Source: an optimization exercise on an open RTL-to-GDS flow (aim: small area, a short achievable clock period and few clock cycles per item). Production flows keep margins and buffers that such runs may drop.
The RTL was checked by simulation tests, not by an equivalence proof against the original design.
Power is estimated from default activity; no workload was simulated.

==> flow/design.v (outline; a module is shown in full before it is edited, if it fits) <==
// module fp_classify: 22 lines
// module fp_sig_tree_a: 934 lines
// module fp_sig_tree_b: 23 lines
// module fp_sig_lowc: 90 lines
// module fp_sig_add: 284 lines
// module fp_mult_unit: 117 lines
module fp_mult_unit
(
    input  logic                clk,
    input  logic                rst_n,
    input  logic                clk_en,
    input  logic                start,
    input  logic [FP_WIDTH-1:0] dataa,
    input  logic [FP_WIDTH-1:0] datab,
    output logic [FP_WIDTH-1:0] result,
    output logic                done,
    output logic                busy
);
  // ...
==> flow/flow/run.sh <==
#!/bin/bash
# Own layout flow: the standard flow, with three changes.
#  1. The ports are buffered with buf_4 instead of the buffer buffer_ports
#     picks by default (the inputs fan out straight into the multiplier).
#  2. Between synthesis and floorplan, flow/fixinv.py re-polarises the full
#     adders of the standard synthesis (a full adder is self-dual) so that
#     fewer inverters sit between them; registers and logic function are
#     unchanged.
#  3. Timing repair aims at 5.5 ns of setup slack.
#  4. After synthesis, the slow low-power inverters and delay buffers are kept
#     out of the resizer's choices.
set -euo pipefail
cd "$(dirname "$0")/.."
export BUFFER_PORTS_ARGS="-buffer_cell sky130_fd_sc_hd__buf_4"
R=orfs/results/sky130hd/fp_mult_unit/base
bash standard.sh synth > synth.log 2>&1
cp $R/1_2_yosys.v 1_2_yosys.standard.v
python3 flow/fixinv.py 1_2_yosys.standard.v 1_2_yosys.fixinv.v > fixinv.log 2>&1
cp 1_2_yosys.fixinv.v $R/1_2_yosys.v
rm -f $R/1_synth.odb $R/1_synth.sdc
export SETUP_SLACK_MARGIN=5.5
export DONT_USE_CELLS="sky130_fd_sc_hd__clkinvlp_2 sky130_fd_sc_hd__clkinvlp_4 sky130_fd_sc_hd__clkdlybuf4s15_1 sky130_fd_sc_hd__clkdlybuf4s15_2 sky130_fd_sc_hd__clkdlybuf4s18_1 sky130_fd_sc_hd__clkdlybuf4s18_2 sky130_fd_sc_hd__clkdlybuf4s25_1 sky130_fd_sc_hd__clkdlybuf4s25_2 sky130_fd_sc_hd__clkdlybuf4s50_1 sky130_fd_sc_hd__clkdlybuf4s50_2"
bash standard.sh > layout.log 2>&1
==> flow/flow/fixinv.py <==
#!/usr/bin/env python3
"""Re-polarise full adders in a Yosys netlist to remove inverters between them.

A full adder is self-dual: FA(~a, ~b, ~c) = (~cout, ~sum). Flipping a full
adder therefore complements what its output nets carry and what its input pins
expect, without changing the function of the design. Every inverter is first
dissolved into its source signal; a local search then chooses the full adders
to flip so that the fewest signals need their complement, and one inverter is
rebuilt for each signal that still does.

usage: fixinv.py IN.v OUT.v
"""
import re
import sys
from collections import defaultdict

src = open(sys.argv[1]).read()
m = re.search(r'\n(\s*sky130_fd_sc_hd__\w+\s+\S+\s*\()', src)
head_end = m.start() + 1
end = src.rindex('endmodule')
head = src[:head_end]
body = src[head_end:end]

cell_re = re.compile(r'\s*(sky130_fd_sc_hd__\w+)\s+(\S+)\s*\((.*?)\);', re.S)
pin_re = re.compile(r'\.(\w+)\(([^()]*)\)')
cells = []
pos = 0
for mm in cell_re.finditer(body):
    assert body[pos:mm.start()].strip() == '', body[pos:mm.start()][:200]
    pos = mm.end()
    typ, name, conn = mm.groups()
    pins = [(p, n.strip()) for p, n in pin_re.findall(conn)]
    cells.append([typ, name, pins])
assert body[pos:].strip() == ''

OUTS = {'X', 'Y', 'SUM', 'COUT', 'Q', 'Q_N', 'HI', 'LO'}
INV = re.compile(r'sky130_fd_sc_hd__(clk)?inv_\d+$')
FA = re.compile(r'sky130_fd_sc_hd__fa_\d+$')

driver = {}
for i, (typ, name, pins) in enumerate(cells):
    for p, n in pins:
        if p in OUTS:
            driver[n] = (i, p)

# logical literal of each net: (root net, polarity); inverters collapse
lit_cache = {}


def lit(n):
    if n in lit_cache:
        return lit_cache[n]
    d = driver.get(n)
    if d is not None and INV.match(cells[d[0]][0]):
        a = dict(cells[d[0]][2])['A']
        r, p = lit(a)
        res = (r, p ^ 1)
    else:
        res = (n, 0)
    lit_cache[n] = res
    return res


outports = set()
for mm in re.finditer(r'^\s*output\s+(\[(\d+):(\d+)\]\s+)?(\w+);', head, re.M):
    if mm.group(1):
        hi, lo = int(mm.group(2)), int(mm.group(3))
        for b in range(min(hi, lo), max(hi, lo) + 1):
            outports.add(f'{mm.group(4)}[{b}]')
    else:
        outports.add(mm.group(4))

inv_cells = [i for i, c in enumerate(cells) if INV.match(c[0])]
fa_cells = [i for i, c in enumerate(cells) if FA.match(c[0])]
is_fa = set(fa_cells)

# loads: (cell index or None for a port, pin, root, polarity demanded)
loads = defaultdict(list)
for i, (typ, name, pins) in enumerate(cells):
    if INV.match(typ):
        continue
    for p, n in pins:
        if p in OUTS:
            continue
        r, pol = lit(n)
        loads[r].append((i, p, pol))
for n in outports:
    r, pol = lit(n)
    if (r, pol) != (n, 0):
        loads[r].append((None, n, pol))

flip = defaultdict(int)        # FA index -> 1 if flipped


def root_flip(r):
    d = driver.get(r)
    if d is not None and d[0] in is_fa:
        return flip[d[0]]
    return 0


def needs_inv(r):
    x = root_flip(r)
    for (ci, p, pol) in loads[r]:
        want = pol ^ (flip[ci] if ci in is_fa else 0)
        if want != x:
            return True
    return False


# signals touching each FA (its outputs and inputs' roots)
fa_sigs = {}
for i in fa_cells:
    s = set()
    for p, n in cells[i][2]:
        if p in OUTS:
            s.add(n)
        else:
            s.add(lit(n)[0])
    fa_sigs[i] = s


def cost(sigs):
    return sum(needs_inv(r) for r in sigs)


before = sum(needs_inv(r) for r in list(loads))
import random
random.seed(1)
cur = sum(needs_inv(r) for r in list(loads))
best = cur
best_flip = dict(flip)
T = 2.0
steps = 60000
rounds = steps
for k in range(steps):
    T = 2.0 * (1 - k / steps) + 0.01
    i = random.choice(fa_cells)
    sig = fa_sigs[i]
    c0 = cost(sig)
    flip[i] ^= 1
    c1 = cost(sig)
    d = c1 - c0
    if d <= 0 or random.random() < pow(2.718, -d / T):
        cur += d
        if cur < best:
            best = cur
            best_flip = dict(flip)
    else:
        flip[i] ^= 1
flip.clear()
flip.update(best_flip)
after = sum(needs_inv(r) for r in list(loads))
sys.stderr.write(f'fixinv: {len(inv_cells)} inverters, {len(fa_cells)} full adders; '
                 f'signals needing a complement {before} -> {after}; '
                 f'{sum(flip.values())} adders flipped in {rounds} rounds\n')

# rebuild: reuse the old inverter instance/net names where possible
inv_of = {}            # root -> (inst name, out net) of an existing inverter on it
for i in inv_cells:
    a = dict(cells[i][2])['A']
    y = dict(cells[i][2])['Y']
    r, pol = lit(y)
    if pol == 1 and r not in inv_of and lit(a) == (r, 0):
        inv_of[r] = (cells[i][1], y, cells[i][0])

new_cells = []
extra_wires = []
made = {}
cnt = [0]


def phys(r, want):
    """net carrying literal (r, want) after flipping"""
    if want == root_flip(r):
        return r
    if r not in made:
        if r in inv_of:
            name, y, typ = inv_of[r]
        else:
            cnt[0] += 1
            name, y, typ = f'fixinv_{cnt[0]}', f'fixinv_n{cnt[0]}', 'sky130_fd_sc_hd__inv_1'
            extra_wires.append(y)
        made[r] = (name, y, typ)
    return made[r][1]


port_assigns = []
for i, (typ, name, pins) in enumerate(cells):
    if INV.match(typ):
        continue
    f = flip[i] if i in is_fa else 0
    newpins = []
    for p, n in pins:
        if p in OUTS:
            newpins.append((p, n))
        else:
            r, pol = lit(n)
            newpins.append((p, phys(r, pol ^ f)))
    new_cells.append((typ, name, newpins))

# output ports that were driven through inverters
for n in sorted(outports):
    r, pol = lit(n)
    if (r, pol) == (n, 0):
        continue
    d = driver.get(n)
    # keep the port's own driver: an inverter (or buffer chain) from the root
    want = pol
    if want == root_flip(r):
        # port carries the root's value as-is: use a buffer to keep the port net
        new_cells.append(('sky130_fd_sc_hd__buf_1', f'fixinv_pb{len(new_cells)}', [('A', r), ('X', n)]))
    else:
        new_cells.append(('sky130_fd_sc_hd__inv_1', f'fixinv_pi{len(new_cells)}', [('A', r), ('Y', n)]))

for r, (name, y, typ) in made.items():
    new_cells.append((typ, name, [('A', r), ('Y', y)]))

# nets that no longer exist keep their declarations (harmless); add new ones
out = [head]
for w in extra_wires:
    out.append(f'  wire {w};\n')
def esc(n):
    return n + ' ' if n.startswith('\\') else n


for typ, name, pins in new_cells:
    out.append(f'  {typ} {esc(name)} (\n' + ',\n'.join(f'    .{p}({esc(n)})' for p, n in pins) + '\n  );\n')
out.append('endmodule\n')
open(sys.argv[2], 'w').write(''.join(out))
sys.stderr.write(f'fixinv: {len(made)} inverters rebuilt\n')
==> flow/standard.sh <==
#!/bin/bash
# synth_recipe.tcl (not shown) runs the flow's synth.tcl, then flattens the netlist and writes it again
# the make line also repeats each setting of config.mk as NAME=value (left out here)
make -C /OpenROAD-flow-scripts/flow DESIGN_CONFIG=/design/flow/config.mk WORK_HOME=/design/flow/orfs CLKGATE_MAP_FILE= SYNTH_SCRIPT=/design/flow/synth_recipe.tcl "${@:-finish}"
==> flow/config.mk <==
export PLATFORM = sky130hd
export DESIGN_NAME = fp_mult_unit
export DESIGN_NICKNAME = fp_mult_unit
export VERILOG_FILES = /design/flow/design.v
export SDC_FILE = /design/flow/constraint.sdc
export NUM_CORES = 4
export LEC_CHECK = 0
export ABC_AREA = 1
export CAP_MARGIN = 20
export CORE_MARGIN = 2
export CORE_UTILIZATION = 60
export PLACE_DENSITY = 0.7
export SLEW_MARGIN = 20
==> flow/constraint.sdc <==
create_clock -name core_clock -period 12.0 [get_ports {clk}]
set_input_delay 2.4000 -clock core_clock [delete_from_list [all_inputs] [get_ports {clk}]]
set_output_delay 2.4000 -clock core_clock [all_outputs]
set_load 0.01 [all_outputs]
==> results.ini, run 1 <==
[timing]
fin_crit_sh_pct = 54.2

[global_route]
grt_max_degree = 70

[final_layout]
final_common_cell = xor2_1
clock_buffers = 12
multi_input_area_share_pct = 72.8

[worst_setup_path]
r2r_cells = 1
crit_buf_inv = 4
critical_path_depth = 16
cp_top_family = adder cells
crit_type = in2reg
endpoint_kind = flop
crit_chain = buf_4, inv_1, o21bai_4, o22ai_1, xor2_1, fa_1, inv_1, fa_1, fa_1, fa_1, inv_1, ha_1, ha_1, ha_1, a21oi_1, o21ai_0

[outcome]
status = timing/DRC/antenna clean

[worst_hold_path]
whs_path_depth = 1

[yosys]
avgSynthCellArea_um2 = 8.41

[clock_network]
numCtsBuffers = 9
cts_htree_levels = 3

[power]
p_comb_w = 0.00422
p_sw_share_pct = 52.1
sequentialPowerShare_pct = 12.4

[routing]
drt_first_pass_iters = 8
drc = 0
drtIter0Drc = 2273

[floorplan]
die_width_um = 176
die_h_um = 176

Testbench counts, summed over its fixed seeds: cycles 8,000, items 8,000.
==> module fp_sig_lowc, before the edit <==
module fp_sig_lowc
(
    input  logic [21:0]     s,
    input  logic [21:0]     c,
    output logic [3:0] g,
    output logic [3:0] p
);
    wire lg0 = s[0] & c[0];
    wire lp0 = s[0] ^ c[0];
    wire lg1 = s[1] & c[1];
    wire lp1 = s[1] ^ c[1];
    wire lg2 = s[2] & c[2];
    wire lp2 = s[2] ^ c[2];
    wire lg3 = s[3] & c[3];
    wire lp3 = s[3] ^ c[3];
    wire lg4 = s[4] & c[4];
    wire lp4 = s[4] ^ c[4];
    wire lg5 = s[5] & c[5];
    wire lp5 = s[5] ^ c[5];
    wire lg6 = s[6] & c[6];
    wire lp6 = s[6] ^ c[6];
    wire lg7 = s[7] & c[7];
    wire lp7 = s[7] ^ c[7];
    wire lg8 = s[8] & c[8];
    wire lp8 = s[8] ^ c[8];
    wire lg9 = s[9] & c[9];
    wire lp9 = s[9] ^ c[9];
    wire lg10 = s[10] & c[10];
    wire lp10 = s[10] ^ c[10];
    wire lg11 = s[11] & c[11];
    wire lp11 = s[11] ^ c[11];
    wire lg12 = s[12] & c[12];
    wire lp12 = s[12] ^ c[12];
    wire lg13 = s[13] & c[13];
    wire lp13 = s[13] ^ c[13];
    wire lg14 = s[14] & c[14];
    wire lp14 = s[14] ^ c[14];
    wire lg15 = s[15] & c[15];
    wire lp15 = s[15] ^ c[15];
    wire lg16 = s[16] & c[16];
    wire lp16 = s[16] ^ c[16];
    wire lg17 = s[17] & c[17];
    wire lp17 = s[17] ^ c[17];
    wire lg18 = s[18] & c[18];
    wire lp18 = s[18] ^ c[18];
    wire lg19 = s[19] & c[19];
    wire lp19 = s[19] ^ c[19];
    wire lg20 = s[20] & c[20];
    wire lp20 = s[20] ^ c[20];
    wire lg21 = s[21] & c[21];
    wire lp21 = s[21] ^ c[21];
    wire bg14_15 = lg15 | (lp15 & lg14);
    wire bp14_15 = lp15 & lp14;
    wire bg12_13 = lg13 | (lp13 & lg12);
    wire bp12_13 = lp13 & lp12;
    wire bg12_15 = bg14_15 | (bp14_15 & bg12_13);
    wire bp12_15 = bp14_15 & bp12_13;
    wire bg10_11 = lg11 | (lp11 & lg10);
    wire bp10_11 = lp11 & lp10;
    wire bg8_9 = lg9 | (lp9 & lg8);
    wire bp8_9 = lp9 & lp8;
    wire bg8_11 = bg10_11 | (bp10_11 & bg8_9);
    wire bp8_11 = bp10_11 & bp8_9;
    wire bg8_15 = bg12_15 | (bp12_15 & bg8_11);
    wire bp8_15 = bp12_15 & bp8_11;
    wire bg6_7 = lg7 | (lp7 & lg6);
    wire bp6_7 = lp7 & lp6;
    wire bg4_5 = lg5 | (lp5 & lg4);
    wire bp4_5 = lp5 & lp4;
    wire bg4_7 = bg6_7 | (bp6_7 & bg4_5);
    wire bp4_7 = bp6_7 & bp4_5;
    wire bg2_3 = lg3 | (lp3 & lg2);
    wire bp2_3 = lp3 & lp2;
    wire bg0_1 = lg1 | (lp1 & lg0);
    wire bp0_1 = lp1 & lp0;
    wire bg0_3 = bg2_3 | (bp2_3 & bg0_1);
    wire bp0_3 = bp2_3 & bp0_1;
    wire bg0_7 = bg4_7 | (bp4_7 & bg0_3);
    wire bp0_7 = bp4_7 & bp0_3;
    wire bg0_15 = bg8_15 | (bp8_15 & bg0_7);
    wire bp0_15 = bp8_15 & bp0_7;
    wire bg18_19 = lg19 | (lp19 & lg18);
    wire bp18_19 = lp19 & lp18;
    wire bg16_17 = lg17 | (lp17 & lg16);
    wire bp16_17 = lp17 & lp16;
    wire bg16_19 = bg18_19 | (bp18_19 & bg16_17);
    wire bp16_19 = bp18_19 & bp16_17;
    assign g = {lg21, lg20, bg16_19, bg0_15};
    assign p = {lp21, lp20, bp16_19, bp0_15};
endmodule
==> module fp_mult_unit, before the edit <==
module fp_mult_unit
(
    input  logic                clk,
    input  logic                rst_n,
    input  logic                clk_en,
    input  logic                start,
    input  logic [FP_WIDTH-1:0] dataa,
    input  logic [FP_WIDTH-1:0] datab,
    output logic [FP_WIDTH-1:0] result,
    output logic                done,
    output logic                busy
);
    function automatic [4:0] tz24(input [22:0] f);
        integer i;
        begin
            tz24 = 5'd23;
            for (i = 22; i >= 0; i = i - 1)
                if (f[i]) tz24 = i[4:0];
        end
    endfunction
    fp_pkg::fp_unpacked_t   ua_c, ub_c;
    logic [44:0]      q_c;             
    logic [21:0]            slo_c, clo_c;    
    logic [3:0]        g_c, p_c;        
    logic [5:0]             tz_c;
    logic                   nan_c, inf_c, zero_c;
    logic [44:0]      q_q;             
    logic [3:0]        g_q, p_q;        
    logic                   sign_q;          
    logic                   nan_q, inf_q, zero_q;    
    logic signed [9:0]      e0_q;            
    logic                   tie0_q, tie1_q;  
    logic                   done_q;
    logic [47:22]           s_q, c_q;        
    logic                   c22_c;           
    logic                   cin0_c, cin1_c, q0_23_c, n_c;
    logic [23:0]            u0_c, u1_c;      
    logic [23:0]            q0u_c, q1u_c;    
    logic signed [9:0]      e1_c;
    logic                   ovf0_c, unf0_c, ovf1_c, unf1_c;
    logic [FP_WIDTH-1:0]    r0_c, r1_c;
    fp_classify u_cls_a (.op(dataa), .unp(ua_c));
    fp_classify u_cls_b (.op(datab), .unp(ub_c));
    fp_sig_tree_a u_tree_a (.fa(dataa[22:0]), .fb(datab[22:0]), .q(q_c), .s(slo_c), .c(clo_c));
    fp_sig_lowc   u_lowc   (.s(slo_c), .c(clo_c), .g(g_c), .p(p_c));
    always_comb begin
        nan_c  = ua_c.cls == FP_NAN || ub_c.cls == FP_NAN ||
                 (ua_c.cls == FP_INF  && ub_c.cls == FP_ZERO) ||
                 (ua_c.cls == FP_ZERO && ub_c.cls == FP_INF);
        inf_c  = ua_c.cls == FP_INF || ub_c.cls == FP_INF;
        zero_c = ua_c.cls == FP_ZERO || ub_c.cls == FP_ZERO;
        tz_c   = 6'(tz24(dataa[22:0])) + 6'(tz24(datab[22:0]));
    end
    always_ff @(posedge clk) begin
        if (clk_en) begin
            q_q    <= q_c;
            g_q    <= g_c;
            p_q    <= p_c;
            sign_q <= ua_c.sign ^ ub_c.sign;
            nan_q  <= nan_c;
            inf_q  <= inf_c;
            zero_q <= zero_c;
            e0_q   <= $signed(10'(ua_c.exp)) + $signed(10'(ub_c.exp)) - 10'sd127;
            tie0_q <= (tz_c == 6'd22);
            tie1_q <= (tz_c == 6'd23);
        end
    end
    always_ff @(posedge clk or negedge rst_n) begin
        if (!rst_n)
            done_q <= 1'b0;
        else if (clk_en)
            done_q <= start;
    end
    fp_sig_tree_b u_tree_b (.q(q_q), .s(s_q), .c(c_q));
    fp_sig_add    u_add    (.s({s_q, 22'd0}), .c({c_q, 22'd0}), .u0(u0_c), .u1(u1_c));
    assign c22_c = ((g_q[3] | (p_q[3] & g_q[2])) | ((p_q[3] & p_q[2]) & (g_q[1] | (p_q[1] & g_q[0]))));
    always_comb begin
        cin0_c  = c22_c ? (s_q[23] | (s_q[22] & c_q[22])) : (s_q[23] & (s_q[22] | c_q[22]));
        cin1_c  = c22_c ? (s_q[23] | s_q[22] | c_q[22])   : (s_q[23] | (s_q[22] & c_q[22]));
        q0_23_c = c22_c ? ~(s_q[23] ^ (s_q[22] & c_q[22])) : (s_q[23] ^ (s_q[22] | c_q[22]));
        e1_c    = e0_q + 10'sd1;
        ovf0_c  = (e0_q >= 10'sd255);
        unf0_c  = (e0_q <= 10'sd0);
        ovf1_c  = (e1_c >= 10'sd255);
        unf1_c  = (e1_c <= 10'sd0);
        q0u_c   = cin0_c ? u1_c : u0_c;
        q1u_c   = cin1_c ? u1_c : u0_c;
        n_c     = q0u_c[23];
        if (nan_q)
            r0_c = QNAN;
        else if (inf_q)
            r0_c = {sign_q, {EXP_WIDTH{1'b1}}, {MAN_WIDTH{1'b0}}};
        else if (zero_q)
            r0_c = {sign_q, {(FP_WIDTH-1){1'b0}}};
        else if (ovf0_c)
            r0_c = {sign_q, {EXP_WIDTH{1'b1}}, {MAN_WIDTH{1'b0}}};
        else if (unf0_c)
            r0_c = {sign_q, {(FP_WIDTH-1){1'b0}}};
        else
            r0_c = {sign_q, e0_q[EXP_WIDTH-1:0], q0u_c[21:0], q0_23_c & ~tie0_q};
        if (nan_q)
            r1_c = QNAN;
        else if (inf_q)
            r1_c = {sign_q, {EXP_WIDTH{1'b1}}, {MAN_WIDTH{1'b0}}};
        else if (zero_q)
            r1_c = {sign_q, {(FP_WIDTH-1){1'b0}}};
        else if (ovf1_c)
            r1_c = {sign_q, {EXP_WIDTH{1'b1}}, {MAN_WIDTH{1'b0}}};
        else if (unf1_c)
            r1_c = {sign_q, {(FP_WIDTH-1){1'b0}}};
        else
            r1_c = {sign_q, e1_c[EXP_WIDTH-1:0], q1u_c[22:1], q1u_c[0] & ~tie1_q};
    end
    assign result = n_c ? r1_c : r0_c;
    assign done   = done_q;
    assign busy   = done_q;
endmodule
==> run 2: changes to the inputs <==
--- a/flow/design.v
+++ b/flow/design.v
@@ -1013,8 +1013,8 @@
 (
     input  logic [21:0]     s,
     input  logic [21:0]     c,
-    output logic [3:0] g,
-    output logic [3:0] p
+    output logic [2:0] g,
+    output logic [2:0] p
 );
     wire lg0 = s[0] & c[0];
     wire lp0 = s[0] ^ c[0];
@@ -1096,8 +1096,10 @@
     wire bp16_17 = lp17 & lp16;
     wire bg16_19 = bg18_19 | (bp18_19 & bg16_17);
     wire bp16_19 = bp18_19 & bp16_17;
-    assign g = {lg21, lg20, bg16_19, bg0_15};
-    assign p = {lp21, lp20, bp16_19, bp0_15};
+    wire bg20_21 = lg21 | (lp21 & lg20);
+    wire bp20_21 = lp21 & lp20;
+    assign g = {bg20_21, bg16_19, bg0_15};
+    assign p = {bp20_21, bp16_19, bp0_15};
 endmodule
 module fp_sig_add
 (
@@ -1406,11 +1408,11 @@
     fp_pkg::fp_unpacked_t   ua_c, ub_c;
     logic [44:0]      q_c;             
     logic [21:0]            slo_c, clo_c;    
-    logic [3:0]        g_c, p_c;        
+    logic [2:0]        g_c, p_c;        
     logic [5:0]             tz_c;
     logic                   nan_c, inf_c, zero_c;
     logic [44:0]      q_q;             
-    logic [3:0]        g_q, p_q;        
+    logic [2:0]        g_q, p_q;        
     logic                   sign_q;          
     logic                   nan_q, inf_q, zero_q;    
     logic signed [9:0]      e0_q;            
@@ -1458,7 +1460,7 @@
     end
     fp_sig_tree_b u_tree_b (.q(q_q), .s(s_q), .c(c_q));
     fp_sig_add    u_add    (.s({s_q, 22'd0}), .c({c_q, 22'd0}), .u0(u0_c), .u1(u1_c));
-    assign c22_c = ((g_q[3] | (p_q[3] & g_q[2])) | ((p_q[3] & p_q[2]) & (g_q[1] | (p_q[1] & g_q[0]))));
+    assign c22_c = ((g_q[2] | (p_q[2] & g_q[1])) | ((p_q[2] & p_q[1]) & g_q[0]));
     always_comb begin
         cin0_c  = c22_c ? (s_q[23] | (s_q[22] & c_q[22])) : (s_q[23] & (s_q[22] | c_q[22]));
         cin1_c  = c22_c ? (s_q[23] | s_q[22] | c_q[22])   : (s_q[23] | (s_q[22] & c_q[22]));
--- a/flow/flow/run.sh
+++ b/flow/flow/run.sh
@@ -6,8 +6,7 @@
 #     adders of the standard synthesis (a full adder is self-dual) so that
 #     fewer inverters sit between them; registers and logic function are
 #     unchanged.
-#  3. Timing repair aims at 5.5 ns of setup slack.
-#  4. After synthesis, the slow low-power inverters and delay buffers are kept
+#  3. After synthesis, the slow low-power inverters and delay buffers are kept
 #     out of the resizer's choices.
 set -euo pipefail
 cd "$(dirname "$0")/.."
@@ -18,6 +17,5 @@
 python3 flow/fixinv.py 1_2_yosys.standard.v 1_2_yosys.fixinv.v > fixinv.log 2>&1
 cp 1_2_yosys.fixinv.v $R/1_2_yosys.v
 rm -f $R/1_synth.odb $R/1_synth.sdc
-export SETUP_SLACK_MARGIN=5.5
 export DONT_USE_CELLS="sky130_fd_sc_hd__clkinvlp_2 sky130_fd_sc_hd__clkinvlp_4 sky130_fd_sc_hd__clkdlybuf4s15_1 sky130_fd_sc_hd__clkdlybuf4s15_2 sky130_fd_sc_hd__clkdlybuf4s18_1 sky130_fd_sc_hd__clkdlybuf4s18_2 sky130_fd_sc_hd__clkdlybuf4s25_1 sky130_fd_sc_hd__clkdlybuf4s25_2 sky130_fd_sc_hd__clkdlybuf4s50_1 sky130_fd_sc_hd__clkdlybuf4s50_2"
 bash standard.sh > layout.log 2>&1
--- a/flow/config.mk
+++ b/flow/config.mk
@@ -10,4 +10,5 @@
 export CORE_MARGIN = 2
 export CORE_UTILIZATION = 60
 export PLACE_DENSITY = 0.7
+export SETUP_SLACK_MARGIN = 5
 export SLEW_MARGIN = 20
==> run 2 against run 1 <==
Clock skew stayed put. Cell count is 0.87% higher. Setup slack worse by 0.41 ns. Core utilization is 1.0 points lower. Combinational power is 5% higher. Critical path depth is 1 higher. Sequential cell count is 2 lower. Clock-buffer cell count is 2 lower. Sequential share of layout area is 0.20 points lower. Die area is 0.86% higher. Critical path type unchanged. Critical endpoint is now g_q[2].
==> results.ini, run 2 <==
[clock_network]
insertion_delay_ns = 0.34
cts_htree_levels = 3  ; unchanged
clk_pin_slew_ns = 0.05
numClockSinks = 67
cts_tree = yes
clockBufferDepth = 2
numCtsBuffers = 9  ; unchanged
cts_hold_buf = 0
root_buffer = clkbuf_16

[yosys]
syn_nets = 2584
syn-instance-count = 2152
syn_area_um2 = 17900
avgSynthCellArea_um2 = 8.34  ; -0.89%
ys.warnings.count = 2

[floorplan]
die_width_um = 177  ; +0.43%
die-area_um2 = 31300
io_pins = 102
start_util_pct = 60.7
core_area_um2 = 29600
die_h_um = 177  ; +0.43%
row_count = 63

[final_layout]
largest-register = q_q
fillers = 2584
fin_cells = 2562
syn_to_final_growth_pct = 7.83
final_cell_mix = xor2_1, inv_1, fa_1
reg.largest.list = q_q x45, e0_q x10, g_q x3
final_common_cell = xor2_1
fin_nets = 2599
antenna-diode-count = 0
largest_reg_flops = 45
drive_gt1_share_pct = 10.2

[timing]
tightest_slew_ns = 1.10
clock_skew_ns = 0
layout_min_cycle_time_ns = 6.91
rsz0062_at_grt = yes
max_freq_mhz = 145
slew-limit-headroom_pct = 26.6
fin_tns_setup_ns = 0
hold_viol_final = 0
finalSetupViolations = 0
slew_viol_final = 0
fin_crit_sh_pct = 57.6  ; +3.4 points

[routing]
drt_first_pass_iters = 6  ; -2
wl_met1_um = 23600
drtIter0Drc = 2150  ; -5.4%
post_drt_wl_per_cell_um = 22.6
finalWirelength_um = 57900
met2_length_um = 24200
top_layer = met4
ant_nets = 0
drc = 0  ; unchanged
met3WireLength_um = 7610
vias = 16300
vias_per_cell = 6.35

[place]
io_buffers = 101
hpwl_um = 43100
place.gp.congestion = 0.969
placed_cells = 2541

[global_route]
grt_max_degree = 68  ; -2.9%
grtUsageTotal_pct = 38.0
antenna_found_initial = 0
grt_pass1_wl_um = 91200
grt.overflow.total = 0
grt_pass1_vias = 16200

[worst_setup_path]
endpoint_kind = flop
crit_type = in2reg
required_ns = 12.09
critical_path.startpoint_type = input pin
crit_path_max_incr_delay_ns = 0.49
cpMostUsedCell = fa_1
cp.arrival_ns = 7.01
crit_chain = buf_4, inv_1, buf_6, nand2_1, o21ai_1, buf_4, o22ai_1, xor2_1, fa_1, fa_1, fa_1, fa_1, fa_1, inv_1, ha_1, ha_1, a21o_1
cp_max_fo = 23
cp_top_family = adder cells
cp_slowest_cell = fa_1
crit_buf_inv = 5  ; +1

[outcome]
status = timing/DRC/antenna clean

[power]
vdd_ir_drop_max_v = 0.000188
p_per_area_nw_per_um2 = 275
leakage_nw = 8.66

[job]
drv_cap = 0

[worst_hold_path]
hold_path_class = reg2reg

-- run 2: repair_timing --
item,in CTS,in global routing
resized for setup,4,23
cloned,0,2
setup buffers,0,3
setup endpoints to repair,6,5
-- run 2: path summary, 6_finish.rpt --
path | from | end | slack, ns | depth (start not counted)
min in group asynchronous | rst_n | done_q | 1.82 | 1
max | datab[11] | g_q[2] | 5.09 | 17
max reg2reg | done_q | done_q | 11.23 | 1
min reg2reg | done_q | done_q | 0.56 | 1
min | done_q | done_q | 0.56 | 1
max in group asynchronous | rst_n | done_q | 10.10 | 1
-- run 2: report_power, final --
part           total [W]  switching [W]  internal, W
clock network   0.000284       0.000102     0.000182
registers       0.000622      0.0000610     0.000561
logic            0.00441        0.00264      0.00177
total            0.00532        0.00281      0.00251
-- run 2: metrics by stage --
stage	hold slack, ns	cell area, µm²	total power [W]	utilization [%]	setup WS, ns
after global routing	0.592	19300	0.00594	65.4	4.95
after global placement	0.517	18900	0.00479	64.0	4.44
after detailed placement	0.540	18900	0.00495	64.0	4.36
after CTS	0.565	19300	0.00527	65.1	4.98
after floorplan	0.573	17900	0.00378	-	5.06
final	0.556	19300	0.00532	65.4	5.09
-- run 2: final cells by class --
class / count / area, µm² / area share, %
multi-input cells: 1643 / 14300 / 73.7
flip-flops and latches: 67 / 2010 / 10.4
inverters: 295 / 1130 / 5.85
repair buffers: 149 / 1130 / 5.84
well taps: 390 / 488 / 2.52
clock buffers: 10 / 229 / 1.18
clock inverters: 6 / 88.8 / 0.459
repair inverters: 2 / 12.5 / 0.0647
-- run 2: routing by layer --
| layer | global-route usage (%) | up-vias |
|---|---|---|
| met5 | 0 | - |
| met4 | 14.6 | 0 |
| met3 | 9.73 | 209 |
| met2 | 55.7 | 1148 |
| met1 | 54.1 | 7719 |
| li1 | - | 7190 |
Testbench counts of run 2, summed over its fixed seeds: cycles 8,000, items 8,000.

## re-timing with driven ports
In the flow no input, the clock included, has a driving cell. The finished layouts below were timed again as built, in two steps.
Step 1: set_driving_cell puts a clkbuf_16 on clk and a buf_2 on each other input, an assumption about the parent block.
Step 2, shift: input delay + t, output delay - t, t = (earliest + latest rising clock arrival at the registers) / 2. This alone moves slack from input paths to output paths.
Three values: no drivers, after step 1, after step 2; two values: the first two.
run	t, ns	slack for setup (ns)	hold WS [ns]	latest minus earliest clock arrival (ns)	worst register clock-pin slew, ns
run 1	0.392	5.500 / 5.518 / 5.126	0.538 / 0.538 / 0.538	0.023 / 0.022	0.07 / 0.07
run 2	0.383	5.089 / 5.102 / 4.719	0.556 / 0.556 / 0.556	0.015 / 0.016	0.07 / 0.07
After both steps every run listed still meets setup and hold. The setup slack of run 1, which loses most, moves by +0.018 ns with the drivers and by -0.374 ns with both steps.
